Background: an optimization exercise with open tools, aiming at small area, a short achievable clock period and few clock cycles. Do not read the settings as production practice.
Only simulation tests tie the RTL to the original design; equivalence was not proved.
Power is estimated from default activity; no workload was simulated.

## flow/flow/run.sh

```bash
#!/bin/bash
# The standard layout with two changes to how it is made:
# - the ports are buffered by buf_1 instead of the default clkdlybuf4s50_1
#   delay cell (every port still gets its own buffer);
# - before floorplanning, combinational cells that synthesis sized up are set
#   back to their smallest size (flow/downsize.tcl); the resizer sizes up
#   again where timing needs it.
set -e
cp standard.sh standard.sh.log
{
	echo "export BUFFER_PORTS_ARGS = -buffer_cell sky130_fd_sc_hd__buf_1"
	echo "export PRE_FLOORPLAN_TCL = $(pwd)/flow/downsize.tcl"
} >> config.mk
export BUFFER_PORTS_ARGS="-buffer_cell sky130_fd_sc_hd__buf_1"
export PRE_FLOORPLAN_TCL="$(pwd)/flow/downsize.tcl"
bash standard.sh > standard.log 2>&1
```

## flow/flow/downsize.tcl

```tcl
# Before floorplanning: set every combinational cell that synthesis sized up
# back to the smallest cell of its kind. The resizer sizes up again where
# timing needs it. Flip-flops, buffers and tie cells are left as they are.
set db [ord::get_db]
set lib_masters {}
foreach lib [$db getLibs] {
  foreach m [$lib getMasters] {
    dict set lib_masters [$m getName] $m
  }
}
set n 0
foreach inst [[ord::get_db_block] getInsts] {
  set name [[$inst getMaster] getName]
  if { ![regexp {^(sky130_fd_sc_hd__)([a-z0-9]+)_([0-9]+)$} $name -> pre base size] } { continue }
  if { [regexp {^(df|edf|sdf|dl|buf|clkbuf|clkdly|dlygate|conb|tap|fill|decap|inv|clkinv)} $base] } { continue }
  set best ""
  set best_area 1e9
  foreach s {0 1 2 4} {
    set cand "${pre}${base}_$s"
    if { [dict exists $lib_masters $cand] } {
      set m [dict get $lib_masters $cand]
      set a [expr {[$m getWidth] * [$m getHeight]}]
      if { $a < $best_area } { set best $cand; set best_area $a }
    }
  }
  if { $best ne "" && $best ne $name } {
    replace_cell [$inst getName] $best
    incr n
  }
}
puts "downsize: $n cells set to their smallest size"
```

## flow/standard.sh

```bash
#!/bin/bash
# synth_recipe.tcl (not shown) runs the flow's synth.tcl, then flattens the netlist and writes it again
# the make line also repeats each setting of config.mk as NAME=value (left out here)
make -C /OpenROAD-flow-scripts/flow DESIGN_CONFIG=/design/flow/config.mk WORK_HOME=/design/flow/orfs CLKGATE_MAP_FILE= SYNTH_SCRIPT=/design/flow/synth_recipe.tcl "${@:-finish}"
```

## flow/config.mk

```make
export PLATFORM = sky130hd
export DESIGN_NAME = calc_top
export DESIGN_NICKNAME = calc_top
export VERILOG_FILES = /design/flow/design.v
export SDC_FILE = /design/flow/constraint.sdc
export NUM_CORES = 4
export LEC_CHECK = 0
export CAP_MARGIN = 20
export CORE_MARGIN = 2
export CORE_UTILIZATION = 60
export SETUP_SLACK_MARGIN = 2.2
export SLEW_MARGIN = 20
export SYNTH_HIERARCHICAL = 1
export TNS_END_PERCENT = 0
export BUFFER_PORTS_ARGS = -buffer_cell sky130_fd_sc_hd__buf_1
export PRE_FLOORPLAN_TCL = /design/flow/flow/downsize.tcl
```

## flow/constraint.sdc

```tcl
create_clock -name core_clock -period 4.4 [get_ports {c_clk}]
set_input_delay 0.8800 -clock core_clock [delete_from_list [all_inputs] [get_ports {c_clk}]]
set_output_delay 0.8800 -clock core_clock [all_outputs]
set_load 0.01 [all_outputs]
```

## flow/design.v

```verilog
`default_nettype none
package calc_pkg;
	localparam int DATA_W    = 32;
	localparam int CMD_W     = 4;
	localparam int RESP_W    = 2;
	localparam int NUM_PORTS = 4;
	localparam int PORT_ID_W = 2;
	localparam int SHAMT_W   = 5;
	typedef enum logic [CMD_W-1:0] {
		CMD_NOP = 4'd0,
		CMD_ADD = 4'd1,
		CMD_SUB = 4'd2,
		CMD_SHL = 4'd5,
		CMD_SHR = 4'd6
	} cmd_e;
	typedef enum logic [RESP_W-1:0] {
		RESP_NONE    = 2'd0,
		RESP_OK      = 2'd1,
		RESP_OVFL    = 2'd2,	 
		RESP_BAD_CMD = 2'd3
	} resp_e;
	typedef enum logic [1:0] {
		OP_ADD,
		OP_SUB,
		OP_SHL,
		OP_SHR
	} op_kind_e;
	typedef struct packed {
		logic [DATA_W-SHAMT_W-1:0] pad;	 
		logic [SHAMT_W-1:0]        shamt;
	} shift_op_t;
	typedef union packed {
		logic [DATA_W-1:0] word;
		shift_op_t         sh;
	} operand2_u;
endpackage
`default_nettype wire
`timescale 1ns/1ps
`default_nettype none
module port_front (
	input  logic                        c_clk,
	input  logic                        rst_n,
	input  logic [calc_pkg::CMD_W-1:0]  cmd,
	input  logic [calc_pkg::DATA_W-1:0] data,
	output logic [calc_pkg::RESP_W-1:0] resp,
	output logic [calc_pkg::DATA_W-1:0] resp_data
);
	localparam int DATA_W = calc_pkg::DATA_W;
	logic              opc;	 
	logic              k_shl, k_shift, k_bad;	 
	logic [1:0]        rq;	 
	logic [DATA_W-1:0] acc_n;	 
	logic [DATA_W-1:0] acc_n_d;
	logic [DATA_W-1:0] sum;
	logic              cout;
	logic [DATA_W-1:0] shr;
	logic [DATA_W-1:0] xa;	 
	logic [DATA_W-1:0] xs;
	logic              in_shl, fwd_in, rev_in;
	logic [DATA_W-1:0] prep;	 
	assign in_shl = (cmd == calc_pkg::CMD_SHL);
	assign fwd_in = !opc && !in_shl;
	assign rev_in = !opc && in_shl;
	for (genvar i = 0; i < DATA_W; i++) begin : g_prep
		cell_a22o u_p (.a1(data[i]), .a2(fwd_in), .b1(data[DATA_W-1-i]), .b2(rev_in), .y(prep[i]));
	end
	logic sub_d;
	assign sub_d = (cmd == calc_pkg::CMD_SUB);
	for (genvar s = 0; s < DATA_W / 8; s++) begin : g_xa
		xa_slice u_xa (.c_clk, .sub_d, .acc_n(acc_n[8*s +: 8]), .xa(xa[8*s +: 8]));
	end
	for (genvar i = 0; i < DATA_W; i++) begin : g_xs
		cell_xnor2 u_xs (.a(acc_n[i]), .b(data[i]), .y(xs[i]));
	end
	assign sum[0] = xs[0];
	add_sub_unit u_as (.a(xa), .b(data), .xs(xs), .res(sum[DATA_W-1:1]), .cout(cout));
	shift_unit u_sh (.a_n(acc_n), .sh(data[calc_pkg::SHAMT_W-1:0]), .res(shr));
	logic e_sum, e_shr;
	assign e_sum = opc && !k_shift;
	assign e_shr = opc && k_shift;
	for (genvar i = 0; i < DATA_W; i++) begin : g_acc
		cell_a221oi u_d (.a1(sum[i]), .a2(e_sum), .b1(shr[i]), .b2(e_shr), .c1(prep[i]), .y(acc_n_d[i]));
	end
	logic ovfl;
	assign ovfl = !k_shift && cout;
	always_ff @(posedge c_clk or negedge rst_n) begin
		if (!rst_n) begin
			opc   <= 1'b0;
			rq    <= calc_pkg::RESP_NONE;
		end else begin
			opc <= !opc && (cmd != calc_pkg::CMD_NOP);
			if (!opc)
				rq <= calc_pkg::RESP_NONE;
			else if (k_bad)
				rq <= calc_pkg::RESP_BAD_CMD;
			else if (ovfl)
				rq <= calc_pkg::RESP_OVFL;
			else
				rq <= calc_pkg::RESP_OK;
		end
	end
	always_ff @(posedge c_clk) begin
		k_shl   <= (cmd == calc_pkg::CMD_SHL);
		k_shift <= (cmd == calc_pkg::CMD_SHL) || (cmd == calc_pkg::CMD_SHR);
		k_bad   <= (cmd != calc_pkg::CMD_ADD) && (cmd != calc_pkg::CMD_SUB) &&
		           (cmd != calc_pkg::CMD_SHL) && (cmd != calc_pkg::CMD_SHR);
		acc_n   <= acc_n_d;
	end
	logic g_fwd_d, g_rev_d;
	assign g_fwd_d = opc && !k_bad && !ovfl && !k_shl;
	assign g_rev_d = opc && !k_bad && k_shl;
	assign resp = rq;
	for (genvar s = 0; s < DATA_W / 8; s++) begin : g_out
		out_slice u_o (.c_clk, .rst_n, .fwd_d(g_fwd_d), .rev_d(g_rev_d),
			.acc_n(acc_n[8*s +: 8]), .acc_n_rev(acc_n[DATA_W-1-8*s -: 8]), .y(resp_data[8*s +: 8]));
	end
endmodule
module out_slice (
	input  logic       c_clk,
	input  logic       rst_n,
	input  logic       fwd_d,
	input  logic       rev_d,
	input  logic [7:0] acc_n,
	input  logic [0:7] acc_n_rev,
	output logic [7:0] y
);
	logic fwd, rev;
	always_ff @(posedge c_clk or negedge rst_n) begin
		if (!rst_n) begin
			fwd <= 1'b0;
			rev <= 1'b0;
		end else begin
			fwd <= fwd_d;
			rev <= rev_d;
		end
	end
	for (genvar h = 0; h < 2; h++) begin : g_half
		logic fwd_n, rev_n;
		cell_inv u_fn (.a(fwd), .y(fwd_n));
		cell_inv u_rn (.a(rev), .y(rev_n));
		for (genvar i = 4 * h; i < 4 * h + 4; i++) begin : g_bit
			cell_o22ai u_o (.a1(fwd_n), .a2(acc_n[i]), .b1(rev_n), .b2(acc_n_rev[i]), .y(y[i]));
		end
	end
endmodule
module xa_slice (
	input  logic       c_clk,
	input  logic       sub_d,
	input  logic [7:0] acc_n,
	output logic [7:0] xa
);
	logic sub;
	always_ff @(posedge c_clk)
		sub <= sub_d;
	for (genvar i = 0; i < 8; i++) begin : g_bit
		cell_xnor2 u_x (.a(acc_n[i]), .b(sub), .y(xa[i]));
	end
endmodule
`default_nettype wire
`timescale 1ns/1ps
`default_nettype none
module cell_inv (input logic a, output logic y);
	assign y = ~a;
endmodule
module cell_nand2 (input logic a, input logic b, output logic y);
	assign y = ~(a & b);
endmodule
module cell_nor2 (input logic a, input logic b, output logic y);
	assign y = ~(a | b);
endmodule
module cell_nand2b (input logic a_n, input logic b, output logic y);
	assign y = ~(~a_n & b);
endmodule
module cell_xor2 (input logic a, input logic b, output logic y);
	assign y = a ^ b;
endmodule
module cell_xnor2 (input logic a, input logic b, output logic y);
	assign y = ~(a ^ b);
endmodule
module cell_aoi21 (input logic a1, input logic a2, input logic b1, output logic y);
	assign y = ~((a1 & a2) | b1);
endmodule
module cell_oai21 (input logic a1, input logic a2, input logic b1, output logic y);
	assign y = ~((a1 | a2) & b1);
endmodule
module cell_mux2i (input logic a0, input logic a1, input logic s, output logic y);
	assign y = ~(s ? a1 : a0);
endmodule
module cell_a22o (input logic a1, input logic a2, input logic b1, input logic b2, output logic y);
	assign y = (a1 & a2) | (b1 & b2);
endmodule
module cell_a22oi (input logic a1, input logic a2, input logic b1, input logic b2, output logic y);
	assign y = ~((a1 & a2) | (b1 & b2));
endmodule
module cell_a2bb2oi (input logic a1_n, input logic a2_n, input logic b1, input logic b2, output logic y);
	assign y = ~((~a1_n & ~a2_n) | (b1 & b2));
endmodule
module cell_a221oi (input logic a1, input logic a2, input logic b1, input logic b2, input logic c1, output logic y);
	assign y = ~((a1 & a2) | (b1 & b2) | c1);
endmodule
module cell_o22ai (input logic a1, input logic a2, input logic b1, input logic b2, output logic y);
	assign y = ~((a1 | a2) & (b1 | b2));
endmodule
`default_nettype wire
`timescale 1ns/1ps
`default_nettype none
module add_sub_unit (
	input  logic [31:0] a,
	input  logic [31:0] b,
	input  logic [31:0] xs,
	output logic [31:1] res,
	output logic        cout
);
	logic n1;
	cell_nand2 u1 (.a(a[0]), .b(b[0]), .y(n1));
	logic n2;
	cell_nor2 u2 (.a(a[0]), .b(b[0]), .y(n2));
	logic n3;
	cell_nand2 u3 (.a(a[1]), .b(b[1]), .y(n3));
	logic n4;
	cell_nor2 u4 (.a(a[1]), .b(b[1]), .y(n4));
	logic n5;
	cell_nand2 u5 (.a(a[2]), .b(b[2]), .y(n5));
	logic n6;
	cell_nor2 u6 (.a(a[2]), .b(b[2]), .y(n6));
	logic n7;
	cell_nand2 u7 (.a(a[3]), .b(b[3]), .y(n7));
	logic n8;
	cell_nor2 u8 (.a(a[3]), .b(b[3]), .y(n8));
	logic n9;
	cell_nand2 u9 (.a(a[4]), .b(b[4]), .y(n9));
	logic n10;
	cell_nor2 u10 (.a(a[4]), .b(b[4]), .y(n10));
	logic n11;
	cell_nand2 u11 (.a(a[5]), .b(b[5]), .y(n11));
	logic n12;
	cell_nor2 u12 (.a(a[5]), .b(b[5]), .y(n12));
	logic n13;
	cell_nand2 u13 (.a(a[6]), .b(b[6]), .y(n13));
	logic n14;
	cell_nor2 u14 (.a(a[6]), .b(b[6]), .y(n14));
	logic n15;
	cell_nand2 u15 (.a(a[7]), .b(b[7]), .y(n15));
	logic n16;
	cell_nor2 u16 (.a(a[7]), .b(b[7]), .y(n16));
	logic n17;
	cell_nand2 u17 (.a(a[8]), .b(b[8]), .y(n17));
	logic n18;
	cell_nor2 u18 (.a(a[8]), .b(b[8]), .y(n18));
	logic n19;
	cell_nand2 u19 (.a(a[9]), .b(b[9]), .y(n19));
	logic n20;
	cell_nor2 u20 (.a(a[9]), .b(b[9]), .y(n20));
	logic n21;
	cell_nand2 u21 (.a(a[10]), .b(b[10]), .y(n21));
	logic n22;
	cell_nor2 u22 (.a(a[10]), .b(b[10]), .y(n22));
	logic n23;
	cell_nand2 u23 (.a(a[11]), .b(b[11]), .y(n23));
	logic n24;
	cell_nor2 u24 (.a(a[11]), .b(b[11]), .y(n24));
	logic n25;
	cell_nand2 u25 (.a(a[12]), .b(b[12]), .y(n25));
	logic n26;
	cell_nor2 u26 (.a(a[12]), .b(b[12]), .y(n26));
	logic n27;
	cell_nand2 u27 (.a(a[13]), .b(b[13]), .y(n27));
	logic n28;
	cell_nor2 u28 (.a(a[13]), .b(b[13]), .y(n28));
	logic n29;
	cell_nand2 u29 (.a(a[14]), .b(b[14]), .y(n29));
	logic n30;
	cell_nor2 u30 (.a(a[14]), .b(b[14]), .y(n30));
	logic n31;
	cell_nand2 u31 (.a(a[15]), .b(b[15]), .y(n31));
	logic n32;
	cell_nor2 u32 (.a(a[15]), .b(b[15]), .y(n32));
	logic n33;
	cell_nand2 u33 (.a(a[16]), .b(b[16]), .y(n33));
	logic n34;
	cell_nor2 u34 (.a(a[16]), .b(b[16]), .y(n34));
	logic n35;
	cell_nand2 u35 (.a(a[17]), .b(b[17]), .y(n35));
	logic n36;
	cell_nor2 u36 (.a(a[17]), .b(b[17]), .y(n36));
	logic n37;
	cell_nand2 u37 (.a(a[18]), .b(b[18]), .y(n37));
	logic n38;
	cell_nor2 u38 (.a(a[18]), .b(b[18]), .y(n38));
	logic n39;
	cell_nand2 u39 (.a(a[19]), .b(b[19]), .y(n39));
	logic n40;
	cell_nor2 u40 (.a(a[19]), .b(b[19]), .y(n40));
	logic n41;
	cell_nand2 u41 (.a(a[20]), .b(b[20]), .y(n41));
	logic n42;
	cell_nor2 u42 (.a(a[20]), .b(b[20]), .y(n42));
	logic n43;
	cell_nand2 u43 (.a(a[21]), .b(b[21]), .y(n43));
	logic n44;
	cell_nor2 u44 (.a(a[21]), .b(b[21]), .y(n44));
	logic n45;
	cell_nand2 u45 (.a(a[22]), .b(b[22]), .y(n45));
	logic n46;
	cell_nor2 u46 (.a(a[22]), .b(b[22]), .y(n46));
	logic n47;
	cell_nand2 u47 (.a(a[23]), .b(b[23]), .y(n47));
	logic n48;
	cell_nor2 u48 (.a(a[23]), .b(b[23]), .y(n48));
	logic n49;
	cell_nand2 u49 (.a(a[24]), .b(b[24]), .y(n49));
	logic n50;
	cell_nor2 u50 (.a(a[24]), .b(b[24]), .y(n50));
	logic n51;
	cell_nand2 u51 (.a(a[25]), .b(b[25]), .y(n51));
	logic n52;
	cell_nor2 u52 (.a(a[25]), .b(b[25]), .y(n52));
	logic n53;
	cell_nand2 u53 (.a(a[26]), .b(b[26]), .y(n53));
	logic n54;
	cell_nor2 u54 (.a(a[26]), .b(b[26]), .y(n54));
	logic n55;
	cell_nand2 u55 (.a(a[27]), .b(b[27]), .y(n55));
	logic n56;
	cell_nor2 u56 (.a(a[27]), .b(b[27]), .y(n56));
	logic n57;
	cell_nand2 u57 (.a(a[28]), .b(b[28]), .y(n57));
	logic n58;
	cell_nor2 u58 (.a(a[28]), .b(b[28]), .y(n58));
	logic n59;
	cell_nand2 u59 (.a(a[29]), .b(b[29]), .y(n59));
	logic n60;
	cell_nor2 u60 (.a(a[29]), .b(b[29]), .y(n60));
	logic n61;
	cell_nand2 u61 (.a(a[30]), .b(b[30]), .y(n61));
	logic n62;
	cell_nor2 u62 (.a(a[30]), .b(b[30]), .y(n62));
	logic n63;
	cell_nand2 u63 (.a(a[31]), .b(b[31]), .y(n63));
	logic n64;
	cell_nor2 u64 (.a(a[31]), .b(b[31]), .y(n64));
	logic n65;
	cell_oai21 u65 (.a1(n4), .a2(n1), .b1(n3), .y(n65));
	logic n66;
	cell_oai21 u66 (.a1(n8), .a2(n5), .b1(n7), .y(n66));
	logic n67;
	cell_nor2 u67 (.a(n8), .b(n6), .y(n67));
	logic n68;
	cell_oai21 u68 (.a1(n12), .a2(n9), .b1(n11), .y(n68));
	logic n69;
	cell_nor2 u69 (.a(n12), .b(n10), .y(n69));
	logic n70;
	cell_oai21 u70 (.a1(n16), .a2(n13), .b1(n15), .y(n70));
	logic n71;
	cell_nor2 u71 (.a(n16), .b(n14), .y(n71));
	logic n72;
	cell_oai21 u72 (.a1(n20), .a2(n17), .b1(n19), .y(n72));
	logic n73;
	cell_nor2 u73 (.a(n20), .b(n18), .y(n73));
	logic n74;
	cell_oai21 u74 (.a1(n24), .a2(n21), .b1(n23), .y(n74));
	logic n75;
	cell_nor2 u75 (.a(n24), .b(n22), .y(n75));
	logic n76;
	cell_oai21 u76 (.a1(n28), .a2(n25), .b1(n27), .y(n76));
	logic n77;
	cell_nor2 u77 (.a(n28), .b(n26), .y(n77));
	logic n78;
	cell_oai21 u78 (.a1(n32), .a2(n29), .b1(n31), .y(n78));
	logic n79;
	cell_nor2 u79 (.a(n32), .b(n30), .y(n79));
	logic n80;
	cell_oai21 u80 (.a1(n36), .a2(n33), .b1(n35), .y(n80));
	logic n81;
	cell_nor2 u81 (.a(n36), .b(n34), .y(n81));
	logic n82;
	cell_oai21 u82 (.a1(n40), .a2(n37), .b1(n39), .y(n82));
	logic n83;
	cell_nor2 u83 (.a(n40), .b(n38), .y(n83));
	logic n84;
	cell_oai21 u84 (.a1(n44), .a2(n41), .b1(n43), .y(n84));
	logic n85;
	cell_nor2 u85 (.a(n44), .b(n42), .y(n85));
	logic n86;
	cell_oai21 u86 (.a1(n48), .a2(n45), .b1(n47), .y(n86));
	logic n87;
	cell_nor2 u87 (.a(n48), .b(n46), .y(n87));
	logic n88;
	cell_oai21 u88 (.a1(n52), .a2(n49), .b1(n51), .y(n88));
	logic n89;
	cell_nor2 u89 (.a(n52), .b(n50), .y(n89));
	logic n90;
	cell_oai21 u90 (.a1(n56), .a2(n53), .b1(n55), .y(n90));
	logic n91;
	cell_nor2 u91 (.a(n56), .b(n54), .y(n91));
	logic n92;
	cell_oai21 u92 (.a1(n60), .a2(n57), .b1(n59), .y(n92));
	logic n93;
	cell_nor2 u93 (.a(n60), .b(n58), .y(n93));
	logic n94;
	cell_oai21 u94 (.a1(n64), .a2(n61), .b1(n63), .y(n94));
	logic n95;
	cell_nor2 u95 (.a(n64), .b(n62), .y(n95));
	logic n96;
	cell_inv u96 (.a(n5), .y(n96));
	logic n97;
	cell_inv u97 (.a(n6), .y(n97));
	logic n98;
	cell_aoi21 u98 (.a1(n97), .a2(n65), .b1(n96), .y(n98));
	logic n99;
	cell_aoi21 u99 (.a1(n67), .a2(n65), .b1(n66), .y(n99));
	logic n100;
	cell_inv u100 (.a(n13), .y(n100));
	logic n101;
	cell_inv u101 (.a(n14), .y(n101));
	logic n102;
	cell_aoi21 u102 (.a1(n101), .a2(n68), .b1(n100), .y(n102));
	logic n103;
	cell_nand2 u103 (.a(n101), .b(n69), .y(n103));
	logic n104;
	cell_aoi21 u104 (.a1(n71), .a2(n68), .b1(n70), .y(n104));
	logic n105;
	cell_nand2 u105 (.a(n71), .b(n69), .y(n105));
	logic n106;
	cell_inv u106 (.a(n21), .y(n106));
	logic n107;
	cell_inv u107 (.a(n22), .y(n107));
	logic n108;
	cell_aoi21 u108 (.a1(n107), .a2(n72), .b1(n106), .y(n108));
	logic n109;
	cell_nand2 u109 (.a(n107), .b(n73), .y(n109));
	logic n110;
	cell_aoi21 u110 (.a1(n75), .a2(n72), .b1(n74), .y(n110));
	logic n111;
	cell_nand2 u111 (.a(n75), .b(n73), .y(n111));
	logic n112;
	cell_inv u112 (.a(n29), .y(n112));
	logic n113;
	cell_inv u113 (.a(n30), .y(n113));
	logic n114;
	cell_aoi21 u114 (.a1(n113), .a2(n76), .b1(n112), .y(n114));
	logic n115;
	cell_nand2 u115 (.a(n113), .b(n77), .y(n115));
	logic n116;
	cell_aoi21 u116 (.a1(n79), .a2(n76), .b1(n78), .y(n116));
	logic n117;
	cell_nand2 u117 (.a(n79), .b(n77), .y(n117));
	logic n118;
	cell_inv u118 (.a(n37), .y(n118));
	logic n119;
	cell_inv u119 (.a(n38), .y(n119));
	logic n120;
	cell_aoi21 u120 (.a1(n119), .a2(n80), .b1(n118), .y(n120));
	logic n121;
	cell_nand2 u121 (.a(n119), .b(n81), .y(n121));
	logic n122;
	cell_aoi21 u122 (.a1(n83), .a2(n80), .b1(n82), .y(n122));
	logic n123;
	cell_nand2 u123 (.a(n83), .b(n81), .y(n123));
	logic n124;
	cell_inv u124 (.a(n45), .y(n124));
	logic n125;
	cell_inv u125 (.a(n46), .y(n125));
	logic n126;
	cell_aoi21 u126 (.a1(n125), .a2(n84), .b1(n124), .y(n126));
	logic n127;
	cell_nand2 u127 (.a(n125), .b(n85), .y(n127));
	logic n128;
	cell_aoi21 u128 (.a1(n87), .a2(n84), .b1(n86), .y(n128));
	logic n129;
	cell_nand2 u129 (.a(n87), .b(n85), .y(n129));
	logic n130;
	cell_inv u130 (.a(n53), .y(n130));
	logic n131;
	cell_inv u131 (.a(n54), .y(n131));
	logic n132;
	cell_aoi21 u132 (.a1(n131), .a2(n88), .b1(n130), .y(n132));
	logic n133;
	cell_nand2 u133 (.a(n131), .b(n89), .y(n133));
	logic n134;
	cell_aoi21 u134 (.a1(n91), .a2(n88), .b1(n90), .y(n134));
	logic n135;
	cell_nand2 u135 (.a(n91), .b(n89), .y(n135));
	logic n136;
	cell_inv u136 (.a(n61), .y(n136));
	logic n137;
	cell_inv u137 (.a(n62), .y(n137));
	logic n138;
	cell_aoi21 u138 (.a1(n137), .a2(n92), .b1(n136), .y(n138));
	logic n139;
	cell_nand2 u139 (.a(n137), .b(n93), .y(n139));
	logic n140;
	cell_aoi21 u140 (.a1(n95), .a2(n92), .b1(n94), .y(n140));
	logic n141;
	cell_nand2 u141 (.a(n95), .b(n93), .y(n141));
	logic n142;
	cell_oai21 u142 (.a1(n10), .a2(n99), .b1(n9), .y(n142));
	logic n143;
	cell_inv u143 (.a(n68), .y(n143));
	logic n144;
	cell_inv u144 (.a(n69), .y(n144));
	logic n145;
	cell_oai21 u145 (.a1(n144), .a2(n99), .b1(n143), .y(n145));
	logic n146;
	cell_oai21 u146 (.a1(n103), .a2(n99), .b1(n102), .y(n146));
	logic n147;
	cell_oai21 u147 (.a1(n105), .a2(n99), .b1(n104), .y(n147));
	logic n148;
	cell_oai21 u148 (.a1(n26), .a2(n110), .b1(n25), .y(n148));
	logic n149;
	cell_nor2 u149 (.a(n26), .b(n111), .y(n149));
	logic n150;
	cell_inv u150 (.a(n76), .y(n150));
	logic n151;
	cell_inv u151 (.a(n77), .y(n151));
	logic n152;
	cell_oai21 u152 (.a1(n151), .a2(n110), .b1(n150), .y(n152));
	logic n153;
	cell_nor2 u153 (.a(n151), .b(n111), .y(n153));
	logic n154;
	cell_oai21 u154 (.a1(n115), .a2(n110), .b1(n114), .y(n154));
	logic n155;
	cell_nor2 u155 (.a(n115), .b(n111), .y(n155));
	logic n156;
	cell_oai21 u156 (.a1(n117), .a2(n110), .b1(n116), .y(n156));
	logic n157;
	cell_nor2 u157 (.a(n117), .b(n111), .y(n157));
	logic n158;
	cell_oai21 u158 (.a1(n42), .a2(n122), .b1(n41), .y(n158));
	logic n159;
	cell_nor2 u159 (.a(n42), .b(n123), .y(n159));
	logic n160;
	cell_inv u160 (.a(n84), .y(n160));
	logic n161;
	cell_inv u161 (.a(n85), .y(n161));
	logic n162;
	cell_oai21 u162 (.a1(n161), .a2(n122), .b1(n160), .y(n162));
	logic n163;
	cell_nor2 u163 (.a(n161), .b(n123), .y(n163));
	logic n164;
	cell_oai21 u164 (.a1(n127), .a2(n122), .b1(n126), .y(n164));
	logic n165;
	cell_nor2 u165 (.a(n127), .b(n123), .y(n165));
	logic n166;
	cell_oai21 u166 (.a1(n129), .a2(n122), .b1(n128), .y(n166));
	logic n167;
	cell_nor2 u167 (.a(n129), .b(n123), .y(n167));
	logic n168;
	cell_oai21 u168 (.a1(n58), .a2(n134), .b1(n57), .y(n168));
	logic n169;
	cell_nor2 u169 (.a(n58), .b(n135), .y(n169));
	logic n170;
	cell_inv u170 (.a(n92), .y(n170));
	logic n171;
	cell_inv u171 (.a(n93), .y(n171));
	logic n172;
	cell_oai21 u172 (.a1(n171), .a2(n134), .b1(n170), .y(n172));
	logic n173;
	cell_nor2 u173 (.a(n171), .b(n135), .y(n173));
	logic n174;
	cell_oai21 u174 (.a1(n139), .a2(n134), .b1(n138), .y(n174));
	logic n175;
	cell_nor2 u175 (.a(n139), .b(n135), .y(n175));
	logic n176;
	cell_oai21 u176 (.a1(n141), .a2(n134), .b1(n140), .y(n176));
	logic n177;
	cell_nor2 u177 (.a(n141), .b(n135), .y(n177));
	logic n178;
	cell_inv u178 (.a(n17), .y(n178));
	logic n179;
	cell_inv u179 (.a(n18), .y(n179));
	logic n180;
	cell_aoi21 u180 (.a1(n179), .a2(n147), .b1(n178), .y(n180));
	logic n181;
	cell_aoi21 u181 (.a1(n73), .a2(n147), .b1(n72), .y(n181));
	logic n182;
	cell_inv u182 (.a(n108), .y(n182));
	logic n183;
	cell_inv u183 (.a(n109), .y(n183));
	logic n184;
	cell_aoi21 u184 (.a1(n183), .a2(n147), .b1(n182), .y(n184));
	logic n185;
	cell_inv u185 (.a(n110), .y(n185));
	logic n186;
	cell_inv u186 (.a(n111), .y(n186));
	logic n187;
	cell_aoi21 u187 (.a1(n186), .a2(n147), .b1(n185), .y(n187));
	logic n188;
	cell_aoi21 u188 (.a1(n149), .a2(n147), .b1(n148), .y(n188));
	logic n189;
	cell_aoi21 u189 (.a1(n153), .a2(n147), .b1(n152), .y(n189));
	logic n190;
	cell_aoi21 u190 (.a1(n155), .a2(n147), .b1(n154), .y(n190));
	logic n191;
	cell_aoi21 u191 (.a1(n157), .a2(n147), .b1(n156), .y(n191));
	logic n192;
	cell_inv u192 (.a(n49), .y(n192));
	logic n193;
	cell_inv u193 (.a(n50), .y(n193));
	logic n194;
	cell_aoi21 u194 (.a1(n193), .a2(n166), .b1(n192), .y(n194));
	logic n195;
	cell_nand2 u195 (.a(n193), .b(n167), .y(n195));
	logic n196;
	cell_aoi21 u196 (.a1(n89), .a2(n166), .b1(n88), .y(n196));
	logic n197;
	cell_nand2 u197 (.a(n89), .b(n167), .y(n197));
	logic n198;
	cell_inv u198 (.a(n132), .y(n198));
	logic n199;
	cell_inv u199 (.a(n133), .y(n199));
	logic n200;
	cell_aoi21 u200 (.a1(n199), .a2(n166), .b1(n198), .y(n200));
	logic n201;
	cell_nand2 u201 (.a(n199), .b(n167), .y(n201));
	logic n202;
	cell_inv u202 (.a(n134), .y(n202));
	logic n203;
	cell_inv u203 (.a(n135), .y(n203));
	logic n204;
	cell_aoi21 u204 (.a1(n203), .a2(n166), .b1(n202), .y(n204));
	logic n205;
	cell_nand2 u205 (.a(n203), .b(n167), .y(n205));
	logic n206;
	cell_aoi21 u206 (.a1(n169), .a2(n166), .b1(n168), .y(n206));
	logic n207;
	cell_nand2 u207 (.a(n169), .b(n167), .y(n207));
	logic n208;
	cell_aoi21 u208 (.a1(n173), .a2(n166), .b1(n172), .y(n208));
	logic n209;
	cell_nand2 u209 (.a(n173), .b(n167), .y(n209));
	logic n210;
	cell_aoi21 u210 (.a1(n175), .a2(n166), .b1(n174), .y(n210));
	logic n211;
	cell_nand2 u211 (.a(n175), .b(n167), .y(n211));
	logic n212;
	cell_aoi21 u212 (.a1(n177), .a2(n166), .b1(n176), .y(n212));
	logic n213;
	cell_nand2 u213 (.a(n177), .b(n167), .y(n213));
	logic n214;
	cell_oai21 u214 (.a1(n34), .a2(n191), .b1(n33), .y(n214));
	logic n215;
	cell_inv u215 (.a(n80), .y(n215));
	logic n216;
	cell_inv u216 (.a(n81), .y(n216));
	logic n217;
	cell_oai21 u217 (.a1(n216), .a2(n191), .b1(n215), .y(n217));
	logic n218;
	cell_oai21 u218 (.a1(n121), .a2(n191), .b1(n120), .y(n218));
	logic n219;
	cell_oai21 u219 (.a1(n123), .a2(n191), .b1(n122), .y(n219));
	logic n220;
	cell_inv u220 (.a(n158), .y(n220));
	logic n221;
	cell_inv u221 (.a(n159), .y(n221));
	logic n222;
	cell_oai21 u222 (.a1(n221), .a2(n191), .b1(n220), .y(n222));
	logic n223;
	cell_inv u223 (.a(n162), .y(n223));
	logic n224;
	cell_inv u224 (.a(n163), .y(n224));
	logic n225;
	cell_oai21 u225 (.a1(n224), .a2(n191), .b1(n223), .y(n225));
	logic n226;
	cell_inv u226 (.a(n164), .y(n226));
	logic n227;
	cell_inv u227 (.a(n165), .y(n227));
	logic n228;
	cell_oai21 u228 (.a1(n227), .a2(n191), .b1(n226), .y(n228));
	logic n229;
	cell_inv u229 (.a(n166), .y(n229));
	logic n230;
	cell_inv u230 (.a(n167), .y(n230));
	logic n231;
	cell_oai21 u231 (.a1(n230), .a2(n191), .b1(n229), .y(n231));
	logic n232;
	cell_oai21 u232 (.a1(n195), .a2(n191), .b1(n194), .y(n232));
	logic n233;
	cell_oai21 u233 (.a1(n197), .a2(n191), .b1(n196), .y(n233));
	logic n234;
	cell_oai21 u234 (.a1(n201), .a2(n191), .b1(n200), .y(n234));
	logic n235;
	cell_oai21 u235 (.a1(n205), .a2(n191), .b1(n204), .y(n235));
	logic n236;
	cell_oai21 u236 (.a1(n207), .a2(n191), .b1(n206), .y(n236));
	logic n237;
	cell_oai21 u237 (.a1(n209), .a2(n191), .b1(n208), .y(n237));
	logic n238;
	cell_oai21 u238 (.a1(n211), .a2(n191), .b1(n210), .y(n238));
	logic n239;
	cell_oai21 u239 (.a1(n213), .a2(n191), .b1(n212), .y(cout));
	cell_xnor2 u240 (.a(xs[1]), .b(n1), .y(res[1]));
	cell_xor2 u241 (.a(xs[2]), .b(n65), .y(res[2]));
	cell_xnor2 u242 (.a(xs[3]), .b(n98), .y(res[3]));
	cell_xnor2 u243 (.a(xs[4]), .b(n99), .y(res[4]));
	cell_xor2 u244 (.a(xs[5]), .b(n142), .y(res[5]));
	cell_xor2 u245 (.a(xs[6]), .b(n145), .y(res[6]));
	cell_xor2 u246 (.a(xs[7]), .b(n146), .y(res[7]));
	cell_xor2 u247 (.a(xs[8]), .b(n147), .y(res[8]));
	cell_xnor2 u248 (.a(xs[9]), .b(n180), .y(res[9]));
	cell_xnor2 u249 (.a(xs[10]), .b(n181), .y(res[10]));
	cell_xnor2 u250 (.a(xs[11]), .b(n184), .y(res[11]));
	cell_xnor2 u251 (.a(xs[12]), .b(n187), .y(res[12]));
	cell_xnor2 u252 (.a(xs[13]), .b(n188), .y(res[13]));
	cell_xnor2 u253 (.a(xs[14]), .b(n189), .y(res[14]));
	cell_xnor2 u254 (.a(xs[15]), .b(n190), .y(res[15]));
	cell_xnor2 u255 (.a(xs[16]), .b(n191), .y(res[16]));
	cell_xor2 u256 (.a(xs[17]), .b(n214), .y(res[17]));
	cell_xor2 u257 (.a(xs[18]), .b(n217), .y(res[18]));
	cell_xor2 u258 (.a(xs[19]), .b(n218), .y(res[19]));
	cell_xor2 u259 (.a(xs[20]), .b(n219), .y(res[20]));
	cell_xor2 u260 (.a(xs[21]), .b(n222), .y(res[21]));
	cell_xor2 u261 (.a(xs[22]), .b(n225), .y(res[22]));
	cell_xor2 u262 (.a(xs[23]), .b(n228), .y(res[23]));
	cell_xor2 u263 (.a(xs[24]), .b(n231), .y(res[24]));
	cell_xor2 u264 (.a(xs[25]), .b(n232), .y(res[25]));
	cell_xor2 u265 (.a(xs[26]), .b(n233), .y(res[26]));
	cell_xor2 u266 (.a(xs[27]), .b(n234), .y(res[27]));
	cell_xor2 u267 (.a(xs[28]), .b(n235), .y(res[28]));
	cell_xor2 u268 (.a(xs[29]), .b(n236), .y(res[29]));
	cell_xor2 u269 (.a(xs[30]), .b(n237), .y(res[30]));
	cell_xor2 u270 (.a(xs[31]), .b(n238), .y(res[31]));
endmodule
`default_nettype wire
`timescale 1ns/1ps
`default_nettype none
module shift_unit (
	input  logic [31:0] a_n,
	input  logic [4:0]  sh,
	output logic [31:0] res
);
	logic n1;
	cell_mux2i u1 (.a0(a_n[0]), .a1(a_n[1]), .s(sh[0]), .y(n1));
	logic n2;
	cell_mux2i u2 (.a0(a_n[1]), .a1(a_n[2]), .s(sh[0]), .y(n2));
	logic n3;
	cell_mux2i u3 (.a0(a_n[2]), .a1(a_n[3]), .s(sh[0]), .y(n3));
	logic n4;
	cell_mux2i u4 (.a0(a_n[3]), .a1(a_n[4]), .s(sh[0]), .y(n4));
	logic n5;
	cell_mux2i u5 (.a0(a_n[4]), .a1(a_n[5]), .s(sh[0]), .y(n5));
	logic n6;
	cell_mux2i u6 (.a0(a_n[5]), .a1(a_n[6]), .s(sh[0]), .y(n6));
	logic n7;
	cell_mux2i u7 (.a0(a_n[6]), .a1(a_n[7]), .s(sh[0]), .y(n7));
	logic n8;
	cell_mux2i u8 (.a0(a_n[7]), .a1(a_n[8]), .s(sh[0]), .y(n8));
	logic n9;
	cell_mux2i u9 (.a0(a_n[8]), .a1(a_n[9]), .s(sh[0]), .y(n9));
	logic n10;
	cell_mux2i u10 (.a0(a_n[9]), .a1(a_n[10]), .s(sh[0]), .y(n10));
	logic n11;
	cell_mux2i u11 (.a0(a_n[10]), .a1(a_n[11]), .s(sh[0]), .y(n11));
	logic n12;
	cell_mux2i u12 (.a0(a_n[11]), .a1(a_n[12]), .s(sh[0]), .y(n12));
	logic n13;
	cell_mux2i u13 (.a0(a_n[12]), .a1(a_n[13]), .s(sh[0]), .y(n13));
	logic n14;
	cell_mux2i u14 (.a0(a_n[13]), .a1(a_n[14]), .s(sh[0]), .y(n14));
	logic n15;
	cell_mux2i u15 (.a0(a_n[14]), .a1(a_n[15]), .s(sh[0]), .y(n15));
	logic n16;
	cell_mux2i u16 (.a0(a_n[15]), .a1(a_n[16]), .s(sh[0]), .y(n16));
	logic n17;
	cell_mux2i u17 (.a0(a_n[16]), .a1(a_n[17]), .s(sh[0]), .y(n17));
	logic n18;
	cell_mux2i u18 (.a0(a_n[17]), .a1(a_n[18]), .s(sh[0]), .y(n18));
	logic n19;
	cell_mux2i u19 (.a0(a_n[18]), .a1(a_n[19]), .s(sh[0]), .y(n19));
	logic n20;
	cell_mux2i u20 (.a0(a_n[19]), .a1(a_n[20]), .s(sh[0]), .y(n20));
	logic n21;
	cell_mux2i u21 (.a0(a_n[20]), .a1(a_n[21]), .s(sh[0]), .y(n21));
	logic n22;
	cell_mux2i u22 (.a0(a_n[21]), .a1(a_n[22]), .s(sh[0]), .y(n22));
	logic n23;
	cell_mux2i u23 (.a0(a_n[22]), .a1(a_n[23]), .s(sh[0]), .y(n23));
	logic n24;
	cell_mux2i u24 (.a0(a_n[23]), .a1(a_n[24]), .s(sh[0]), .y(n24));
	logic n25;
	cell_mux2i u25 (.a0(a_n[24]), .a1(a_n[25]), .s(sh[0]), .y(n25));
	logic n26;
	cell_mux2i u26 (.a0(a_n[25]), .a1(a_n[26]), .s(sh[0]), .y(n26));
	logic n27;
	cell_mux2i u27 (.a0(a_n[26]), .a1(a_n[27]), .s(sh[0]), .y(n27));
	logic n28;
	cell_mux2i u28 (.a0(a_n[27]), .a1(a_n[28]), .s(sh[0]), .y(n28));
	logic n29;
	cell_mux2i u29 (.a0(a_n[28]), .a1(a_n[29]), .s(sh[0]), .y(n29));
	logic n30;
	cell_mux2i u30 (.a0(a_n[29]), .a1(a_n[30]), .s(sh[0]), .y(n30));
	logic n31;
	cell_mux2i u31 (.a0(a_n[30]), .a1(a_n[31]), .s(sh[0]), .y(n31));
	logic n32;
	cell_nor2 u32 (.a(sh[0]), .b(a_n[31]), .y(n32));
	logic n33;
	cell_mux2i u33 (.a0(n1), .a1(n3), .s(sh[1]), .y(n33));
	logic n34;
	cell_mux2i u34 (.a0(n2), .a1(n4), .s(sh[1]), .y(n34));
	logic n35;
	cell_mux2i u35 (.a0(n3), .a1(n5), .s(sh[1]), .y(n35));
	logic n36;
	cell_mux2i u36 (.a0(n4), .a1(n6), .s(sh[1]), .y(n36));
	logic n37;
	cell_mux2i u37 (.a0(n5), .a1(n7), .s(sh[1]), .y(n37));
	logic n38;
	cell_mux2i u38 (.a0(n6), .a1(n8), .s(sh[1]), .y(n38));
	logic n39;
	cell_mux2i u39 (.a0(n7), .a1(n9), .s(sh[1]), .y(n39));
	logic n40;
	cell_mux2i u40 (.a0(n8), .a1(n10), .s(sh[1]), .y(n40));
	logic n41;
	cell_mux2i u41 (.a0(n9), .a1(n11), .s(sh[1]), .y(n41));
	logic n42;
	cell_mux2i u42 (.a0(n10), .a1(n12), .s(sh[1]), .y(n42));
	logic n43;
	cell_mux2i u43 (.a0(n11), .a1(n13), .s(sh[1]), .y(n43));
	logic n44;
	cell_mux2i u44 (.a0(n12), .a1(n14), .s(sh[1]), .y(n44));
	logic n45;
	cell_mux2i u45 (.a0(n13), .a1(n15), .s(sh[1]), .y(n45));
	logic n46;
	cell_mux2i u46 (.a0(n14), .a1(n16), .s(sh[1]), .y(n46));
	logic n47;
	cell_mux2i u47 (.a0(n15), .a1(n17), .s(sh[1]), .y(n47));
	logic n48;
	cell_mux2i u48 (.a0(n16), .a1(n18), .s(sh[1]), .y(n48));
	logic n49;
	cell_mux2i u49 (.a0(n17), .a1(n19), .s(sh[1]), .y(n49));
	logic n50;
	cell_mux2i u50 (.a0(n18), .a1(n20), .s(sh[1]), .y(n50));
	logic n51;
	cell_mux2i u51 (.a0(n19), .a1(n21), .s(sh[1]), .y(n51));
	logic n52;
	cell_mux2i u52 (.a0(n20), .a1(n22), .s(sh[1]), .y(n52));
	logic n53;
	cell_mux2i u53 (.a0(n21), .a1(n23), .s(sh[1]), .y(n53));
	logic n54;
	cell_mux2i u54 (.a0(n22), .a1(n24), .s(sh[1]), .y(n54));
	logic n55;
	cell_mux2i u55 (.a0(n23), .a1(n25), .s(sh[1]), .y(n55));
	logic n56;
	cell_mux2i u56 (.a0(n24), .a1(n26), .s(sh[1]), .y(n56));
	logic n57;
	cell_mux2i u57 (.a0(n25), .a1(n27), .s(sh[1]), .y(n57));
	logic n58;
	cell_mux2i u58 (.a0(n26), .a1(n28), .s(sh[1]), .y(n58));
	logic n59;
	cell_mux2i u59 (.a0(n27), .a1(n29), .s(sh[1]), .y(n59));
	logic n60;
	cell_mux2i u60 (.a0(n28), .a1(n30), .s(sh[1]), .y(n60));
	logic n61;
	cell_mux2i u61 (.a0(n29), .a1(n31), .s(sh[1]), .y(n61));
	logic n62;
	cell_mux2i u62 (.a0(n30), .a1(n32), .s(sh[1]), .y(n62));
	logic n63;
	cell_nand2b u63 (.a_n(sh[1]), .b(n31), .y(n63));
	logic n64;
	cell_nand2b u64 (.a_n(sh[1]), .b(n32), .y(n64));
	logic n65;
	cell_mux2i u65 (.a0(n33), .a1(n37), .s(sh[2]), .y(n65));
	logic n66;
	cell_mux2i u66 (.a0(n34), .a1(n38), .s(sh[2]), .y(n66));
	logic n67;
	cell_mux2i u67 (.a0(n35), .a1(n39), .s(sh[2]), .y(n67));
	logic n68;
	cell_mux2i u68 (.a0(n36), .a1(n40), .s(sh[2]), .y(n68));
	logic n69;
	cell_mux2i u69 (.a0(n37), .a1(n41), .s(sh[2]), .y(n69));
	logic n70;
	cell_mux2i u70 (.a0(n38), .a1(n42), .s(sh[2]), .y(n70));
	logic n71;
	cell_mux2i u71 (.a0(n39), .a1(n43), .s(sh[2]), .y(n71));
	logic n72;
	cell_mux2i u72 (.a0(n40), .a1(n44), .s(sh[2]), .y(n72));
	logic n73;
	cell_mux2i u73 (.a0(n41), .a1(n45), .s(sh[2]), .y(n73));
	logic n74;
	cell_mux2i u74 (.a0(n42), .a1(n46), .s(sh[2]), .y(n74));
	logic n75;
	cell_mux2i u75 (.a0(n43), .a1(n47), .s(sh[2]), .y(n75));
	logic n76;
	cell_mux2i u76 (.a0(n44), .a1(n48), .s(sh[2]), .y(n76));
	logic n77;
	cell_mux2i u77 (.a0(n45), .a1(n49), .s(sh[2]), .y(n77));
	logic n78;
	cell_mux2i u78 (.a0(n46), .a1(n50), .s(sh[2]), .y(n78));
	logic n79;
	cell_mux2i u79 (.a0(n47), .a1(n51), .s(sh[2]), .y(n79));
	logic n80;
	cell_mux2i u80 (.a0(n48), .a1(n52), .s(sh[2]), .y(n80));
	logic n81;
	cell_mux2i u81 (.a0(n49), .a1(n53), .s(sh[2]), .y(n81));
	logic n82;
	cell_mux2i u82 (.a0(n50), .a1(n54), .s(sh[2]), .y(n82));
	logic n83;
	cell_mux2i u83 (.a0(n51), .a1(n55), .s(sh[2]), .y(n83));
	logic n84;
	cell_mux2i u84 (.a0(n52), .a1(n56), .s(sh[2]), .y(n84));
	logic n85;
	cell_mux2i u85 (.a0(n53), .a1(n57), .s(sh[2]), .y(n85));
	logic n86;
	cell_mux2i u86 (.a0(n54), .a1(n58), .s(sh[2]), .y(n86));
	logic n87;
	cell_mux2i u87 (.a0(n55), .a1(n59), .s(sh[2]), .y(n87));
	logic n88;
	cell_mux2i u88 (.a0(n56), .a1(n60), .s(sh[2]), .y(n88));
	logic n89;
	cell_mux2i u89 (.a0(n57), .a1(n61), .s(sh[2]), .y(n89));
	logic n90;
	cell_mux2i u90 (.a0(n58), .a1(n62), .s(sh[2]), .y(n90));
	logic n91;
	cell_mux2i u91 (.a0(n59), .a1(n63), .s(sh[2]), .y(n91));
	logic n92;
	cell_mux2i u92 (.a0(n60), .a1(n64), .s(sh[2]), .y(n92));
	logic n93;
	cell_nor2 u93 (.a(sh[2]), .b(n61), .y(n93));
	logic n94;
	cell_nor2 u94 (.a(sh[2]), .b(n62), .y(n94));
	logic n95;
	cell_nor2 u95 (.a(sh[2]), .b(n63), .y(n95));
	logic n96;
	cell_nor2 u96 (.a(sh[2]), .b(n64), .y(n96));
	logic n97;
	cell_mux2i u97 (.a0(n65), .a1(n73), .s(sh[3]), .y(n97));
	logic n98;
	cell_mux2i u98 (.a0(n66), .a1(n74), .s(sh[3]), .y(n98));
	logic n99;
	cell_mux2i u99 (.a0(n67), .a1(n75), .s(sh[3]), .y(n99));
	logic n100;
	cell_mux2i u100 (.a0(n68), .a1(n76), .s(sh[3]), .y(n100));
	logic n101;
	cell_mux2i u101 (.a0(n69), .a1(n77), .s(sh[3]), .y(n101));
	logic n102;
	cell_mux2i u102 (.a0(n70), .a1(n78), .s(sh[3]), .y(n102));
	logic n103;
	cell_mux2i u103 (.a0(n71), .a1(n79), .s(sh[3]), .y(n103));
	logic n104;
	cell_mux2i u104 (.a0(n72), .a1(n80), .s(sh[3]), .y(n104));
	logic n105;
	cell_mux2i u105 (.a0(n73), .a1(n81), .s(sh[3]), .y(n105));
	logic n106;
	cell_mux2i u106 (.a0(n74), .a1(n82), .s(sh[3]), .y(n106));
	logic n107;
	cell_mux2i u107 (.a0(n75), .a1(n83), .s(sh[3]), .y(n107));
	logic n108;
	cell_mux2i u108 (.a0(n76), .a1(n84), .s(sh[3]), .y(n108));
	logic n109;
	cell_mux2i u109 (.a0(n77), .a1(n85), .s(sh[3]), .y(n109));
	logic n110;
	cell_mux2i u110 (.a0(n78), .a1(n86), .s(sh[3]), .y(n110));
	logic n111;
	cell_mux2i u111 (.a0(n79), .a1(n87), .s(sh[3]), .y(n111));
	logic n112;
	cell_mux2i u112 (.a0(n80), .a1(n88), .s(sh[3]), .y(n112));
	logic n113;
	cell_mux2i u113 (.a0(n81), .a1(n89), .s(sh[3]), .y(n113));
	logic n114;
	cell_mux2i u114 (.a0(n82), .a1(n90), .s(sh[3]), .y(n114));
	logic n115;
	cell_mux2i u115 (.a0(n83), .a1(n91), .s(sh[3]), .y(n115));
	logic n116;
	cell_mux2i u116 (.a0(n84), .a1(n92), .s(sh[3]), .y(n116));
	logic n117;
	cell_mux2i u117 (.a0(n85), .a1(n93), .s(sh[3]), .y(n117));
	logic n118;
	cell_mux2i u118 (.a0(n86), .a1(n94), .s(sh[3]), .y(n118));
	logic n119;
	cell_mux2i u119 (.a0(n87), .a1(n95), .s(sh[3]), .y(n119));
	logic n120;
	cell_mux2i u120 (.a0(n88), .a1(n96), .s(sh[3]), .y(n120));
	logic n121;
	cell_nand2b u121 (.a_n(sh[3]), .b(n89), .y(n121));
	logic n122;
	cell_nand2b u122 (.a_n(sh[3]), .b(n90), .y(n122));
	logic n123;
	cell_nand2b u123 (.a_n(sh[3]), .b(n91), .y(n123));
	logic n124;
	cell_nand2b u124 (.a_n(sh[3]), .b(n92), .y(n124));
	logic n125;
	cell_nand2b u125 (.a_n(sh[3]), .b(n93), .y(n125));
	logic n126;
	cell_nand2b u126 (.a_n(sh[3]), .b(n94), .y(n126));
	logic n127;
	cell_nand2b u127 (.a_n(sh[3]), .b(n95), .y(n127));
	logic n128;
	cell_nand2b u128 (.a_n(sh[3]), .b(n96), .y(n128));
	cell_mux2i u129 (.a0(n97), .a1(n113), .s(sh[4]), .y(res[0]));
	cell_mux2i u130 (.a0(n98), .a1(n114), .s(sh[4]), .y(res[1]));
	cell_mux2i u131 (.a0(n99), .a1(n115), .s(sh[4]), .y(res[2]));
	cell_mux2i u132 (.a0(n100), .a1(n116), .s(sh[4]), .y(res[3]));
	cell_mux2i u133 (.a0(n101), .a1(n117), .s(sh[4]), .y(res[4]));
	cell_mux2i u134 (.a0(n102), .a1(n118), .s(sh[4]), .y(res[5]));
	cell_mux2i u135 (.a0(n103), .a1(n119), .s(sh[4]), .y(res[6]));
	cell_mux2i u136 (.a0(n104), .a1(n120), .s(sh[4]), .y(res[7]));
	cell_mux2i u137 (.a0(n105), .a1(n121), .s(sh[4]), .y(res[8]));
	cell_mux2i u138 (.a0(n106), .a1(n122), .s(sh[4]), .y(res[9]));
	cell_mux2i u139 (.a0(n107), .a1(n123), .s(sh[4]), .y(res[10]));
	cell_mux2i u140 (.a0(n108), .a1(n124), .s(sh[4]), .y(res[11]));
	cell_mux2i u141 (.a0(n109), .a1(n125), .s(sh[4]), .y(res[12]));
	cell_mux2i u142 (.a0(n110), .a1(n126), .s(sh[4]), .y(res[13]));
	cell_mux2i u143 (.a0(n111), .a1(n127), .s(sh[4]), .y(res[14]));
	cell_mux2i u144 (.a0(n112), .a1(n128), .s(sh[4]), .y(res[15]));
	cell_nor2 u145 (.a(sh[4]), .b(n113), .y(res[16]));
	cell_nor2 u146 (.a(sh[4]), .b(n114), .y(res[17]));
	cell_nor2 u147 (.a(sh[4]), .b(n115), .y(res[18]));
	cell_nor2 u148 (.a(sh[4]), .b(n116), .y(res[19]));
	cell_nor2 u149 (.a(sh[4]), .b(n117), .y(res[20]));
	cell_nor2 u150 (.a(sh[4]), .b(n118), .y(res[21]));
	cell_nor2 u151 (.a(sh[4]), .b(n119), .y(res[22]));
	cell_nor2 u152 (.a(sh[4]), .b(n120), .y(res[23]));
	cell_nor2 u153 (.a(sh[4]), .b(n121), .y(res[24]));
	cell_nor2 u154 (.a(sh[4]), .b(n122), .y(res[25]));
	cell_nor2 u155 (.a(sh[4]), .b(n123), .y(res[26]));
	cell_nor2 u156 (.a(sh[4]), .b(n124), .y(res[27]));
	cell_nor2 u157 (.a(sh[4]), .b(n125), .y(res[28]));
	cell_nor2 u158 (.a(sh[4]), .b(n126), .y(res[29]));
	cell_nor2 u159 (.a(sh[4]), .b(n127), .y(res[30]));
	cell_nor2 u160 (.a(sh[4]), .b(n128), .y(res[31]));
endmodule
`default_nettype wire
`timescale 1ns/1ps
`default_nettype none
module calc_top (
	input  logic                        c_clk,
	input  logic                        rst_n,
	input  logic [calc_pkg::CMD_W-1:0]  req1_cmd,
	input  logic [calc_pkg::DATA_W-1:0] req1_data,
	input  logic [calc_pkg::CMD_W-1:0]  req2_cmd,
	input  logic [calc_pkg::DATA_W-1:0] req2_data,
	input  logic [calc_pkg::CMD_W-1:0]  req3_cmd,
	input  logic [calc_pkg::DATA_W-1:0] req3_data,
	input  logic [calc_pkg::CMD_W-1:0]  req4_cmd,
	input  logic [calc_pkg::DATA_W-1:0] req4_data,
	output logic [calc_pkg::RESP_W-1:0] resp1,
	output logic [calc_pkg::DATA_W-1:0] data1,
	output logic [calc_pkg::RESP_W-1:0] resp2,
	output logic [calc_pkg::DATA_W-1:0] data2,
	output logic [calc_pkg::RESP_W-1:0] resp3,
	output logic [calc_pkg::DATA_W-1:0] data3,
	output logic [calc_pkg::RESP_W-1:0] resp4,
	output logic [calc_pkg::DATA_W-1:0] data4
);
	port_front u_p1 (.c_clk, .rst_n, .cmd(req1_cmd), .data(req1_data), .resp(resp1), .resp_data(data1));
	port_front u_p2 (.c_clk, .rst_n, .cmd(req2_cmd), .data(req2_data), .resp(resp2), .resp_data(data2));
	port_front u_p3 (.c_clk, .rst_n, .cmd(req3_cmd), .data(req3_data), .resp(resp3), .resp_data(data3));
	port_front u_p4 (.c_clk, .rst_n, .cmd(req4_cmd), .data(req4_data), .resp(resp4), .resp_data(data4));
endmodule
`default_nettype wire
```

==> results.txt <==
[path summary, 6_finish.rpt]
| check | startpoint | endpoint | slack [ns] |
|---|---|---|---|
| worst min register to register | u_p4.k_shl | u_p4.g_out[2].u_o.fwd | 0.48 |
| worst min-delay path | u_p4.k_shl | u_p4.g_out[2].u_o.fwd | 0.48 |
| min in group asynchronous | rst_n | u_p2.g_out[2].u_o.rev | 0.50 |
| worst max register to register | u_p3.g_xa[0].u_xa.sub | u_p3.acc_n[22] | 2.08 |
| max in group asynchronous | rst_n | u_p4.g_out[2].u_o.fwd | 3.42 |
| worst max-delay path | req1_data[0] | u_p1.acc_n[6] | 2.03 |
[repair_timing]
item	in CTS	in global routing
buffers inserted	34	13
setup endpoints to repair	261	280
cloned	7	1
resized for setup	212	162
hold buffers	0	0
pin swaps	32	42
[layout make-up]
cell class	count	area, um^2	area share, %
multi-input cells	2243	16750	66.32
repair buffers	366	1967	7.788
inverters	252	945.9	3.745
flip-flops and latches	200	4382	17.35
diodes	5	12.51	0.04954
clock inverters	15	205.2	0.8125
clock buffers	17	425.4	1.684
well taps	455	569.3	2.254
[power breakdown]
group / switching [mW] / internal [mW] / total (mW)
logic: 6.27 / 4.80 / 11.1
registers: 1.63 / 2.59 / 4.22
clock network: 0.922 / 0.792 / 1.71
[cell usage in the layout, fill, tap and decap left out, types with 17 or more instances in the layout]
cell type  count
nand2_1      205
clkbuf_2      31
dfxtp_2       83
nand2b_1      44
inv_1        251
xor2_1        84
nor2_2        39
o21ai_0      102
nor2_1       281
buf_4         66
mux2i_1      513
dfrtp_1       43
xnor2_1      287
o21ai_2       25
o21ai_1       55
a221oi_1     121
buf_1        237
dfxtp_1       59
a22o_1       128
a21oi_2       17
a21oi_1       99
clkbuf_16     17
o22ai_1      127
[flip-flops by register name (all words and copies together), names as in the netlist, 32 cells and up]
signal	cells
u_p1.acc_n	32
u_p3.acc_n	32
u_p4.acc_n	32
u_p2.acc_n	32
[per-layer routing]
layer	up-vias	global-route usage (%)	wire length [um]
li1	10512	-	-
met1	10954	50.14	29970
met2	1340	62.46	34390
met3	237	5.765	6889
met4	0	19.26	3581
met5	-	0	0
==> impl_metrics.py <==
metrics = {
    "outcome": {
        "status": "timing/DRC/antenna clean",
    },
    "global_routing": {
        "grt_max_degree": 45,
        "antenna_found_initial": 4,
        "grt_pass1_wl_um": 112500,
        "grt_pass1_vias": 20825,
        "grt_usage_pct": 38.62,
        "overflow": 0,
    },
    "drt": {
        "drt_iter0_drc": 2509,
        "drc": 0,
        "first_pass_iters": 7,
        "num_vias": 23043,
        "via_per_inst": 6.486,
        "totalWireLength_um": 74840,
        "wl_per_cell_um": 21.06,
        "ant_nets": 0,
    },
    "sta": {
        "period_needed_ns": 2.373,
        "finalHoldViolations": 0,
        "final.setup.tns_ns": 0,
        "finalMaxSlewViolations": 0,
        "max_clock_freq_ghz": 0.4214,
        "setup_ws_ns": 2.027,
        "slew_headroom_pct": 38.25,
        "finClkSkew_ns": 0.01721,
        "hold_slack_ns": 0.4827,
        "finalCritPeriodShare_pct": 53.93,
        "setup-violations-final": 0,
        "rsz0062_at_grt": "true",
        "worstMarginPinSlew_ns": 0.9134,
    },
    "clock_tree": {
        "clkLatencyLatePin_ns": 0.47,
        "cts.path.max_buffers": 2,
        "clk_pin_slew_ns": 0.09,
        "cts_buffers": 17,
        "cts_tree": "done",
        "cts_sinks": 200,
        "ctsHtreeMaxLevel": 4,
        "cts-root-buf": "clkbuf_16",
    },
    "critical_path": {
        "crit_top_cell": "mux2i_1",
        "end_kind": "register",
        "cpMaxStageDelayCell": "mux2i_1",
        "cp_slowest_stage_delay_ns": 0.40,
        "cp_top_family": "multiplexers",
        "worst-r2r-cell-count": 10,
        "arrival_ns": 2.70,
        "worst-path-stages": 8,
        "crit_type": "in -> reg",
        "worst-path-buf-inv": 2,
        "required_ns": 4.73,
        "crit_fanout": 35,
        "cp-start-kind": "primary input",
        "path_cells": "clkbuf_2 -> buf_8 -> mux2i_1 -> mux2i_1 -> mux2i_1 -> mux2i_1 -> mux2i_1 -> a221oi_1",
    },
    "yosys": {
        "synth_cells": 2688,
        "synth_nets": 2834,
        "yosysWarnings": 9,
    },
    "power": {
        "p_leak_nw": 10.82,
        "powerDensity_nw_per_um2": 673.1,
        "irDropWorstVdd_v": 0.0005129,
        "power_mw": 17.00,
    },
    "hold_path": {
        "hold_class": "reg -> reg",
        "hold_depth": 1,
    },
    "placed_design": {
        "hpwl_um": 52080,
        "placedCellCount": 3461,
        "place_congestion": 0.9780,
        "io_buffers": 281,
        "placed_area_um2": 23130,
        "place_ws_ns": 0.9950,
    },
    "layout": {
        "drive_above_1_share_pct": 13.74,
        "fillers": 2814,
        "design_area_um2": 25260,
        "fin_nets": 3226,
        "utilization_pct": 73.11,
        "fin_cells": 3553,
    },
    "floorplan": {
        "start_util_pct": 60.82,
        "fp.dieH_um": 191.1,
        "coreArea_um2": 34540,
        "die_area_um2": 36530,
        "die_w_um": 191.1,
        "fp-row-count": 68,
        "io_pins": 282,
    },
    "flow_run": {
        "drv_cap": 0,
    },
}
Testbench counts, summed over its fixed seeds: cycles 2,408.

afterwards: timing with drivers on the ports:
How much do the figures lean on ideal ports? The routed layout below was timed once more, with nothing changed but the port constraints. Step 1 sets driving cells, clkbuf_16 on the clock port and buf_2 on the other inputs (assumed; they add their load-dependent delay and slew). Step 2 times the ports against the registers' clock, not the clock port: input delays grow and output delays shrink by t, the midpoint of the rising clock arrivals with the driver on. a / b / c = no drivers / after step 1 / after step 2; a / b = the first two.
shift t [ns]: 0.514
slack for setup (ns): 2.027 / 2.054 / 1.545
latest minus earliest clock arrival (ns): 0.019 / 0.019
slew at the worst register clock pin (ns): 0.09 / 0.09
pins driven straight from the clock port: 1
After both steps setup and hold are still met in this run. For this run, drivers alone change the setup slack by +0.027 ns; drivers and shift together by -0.482 ns.
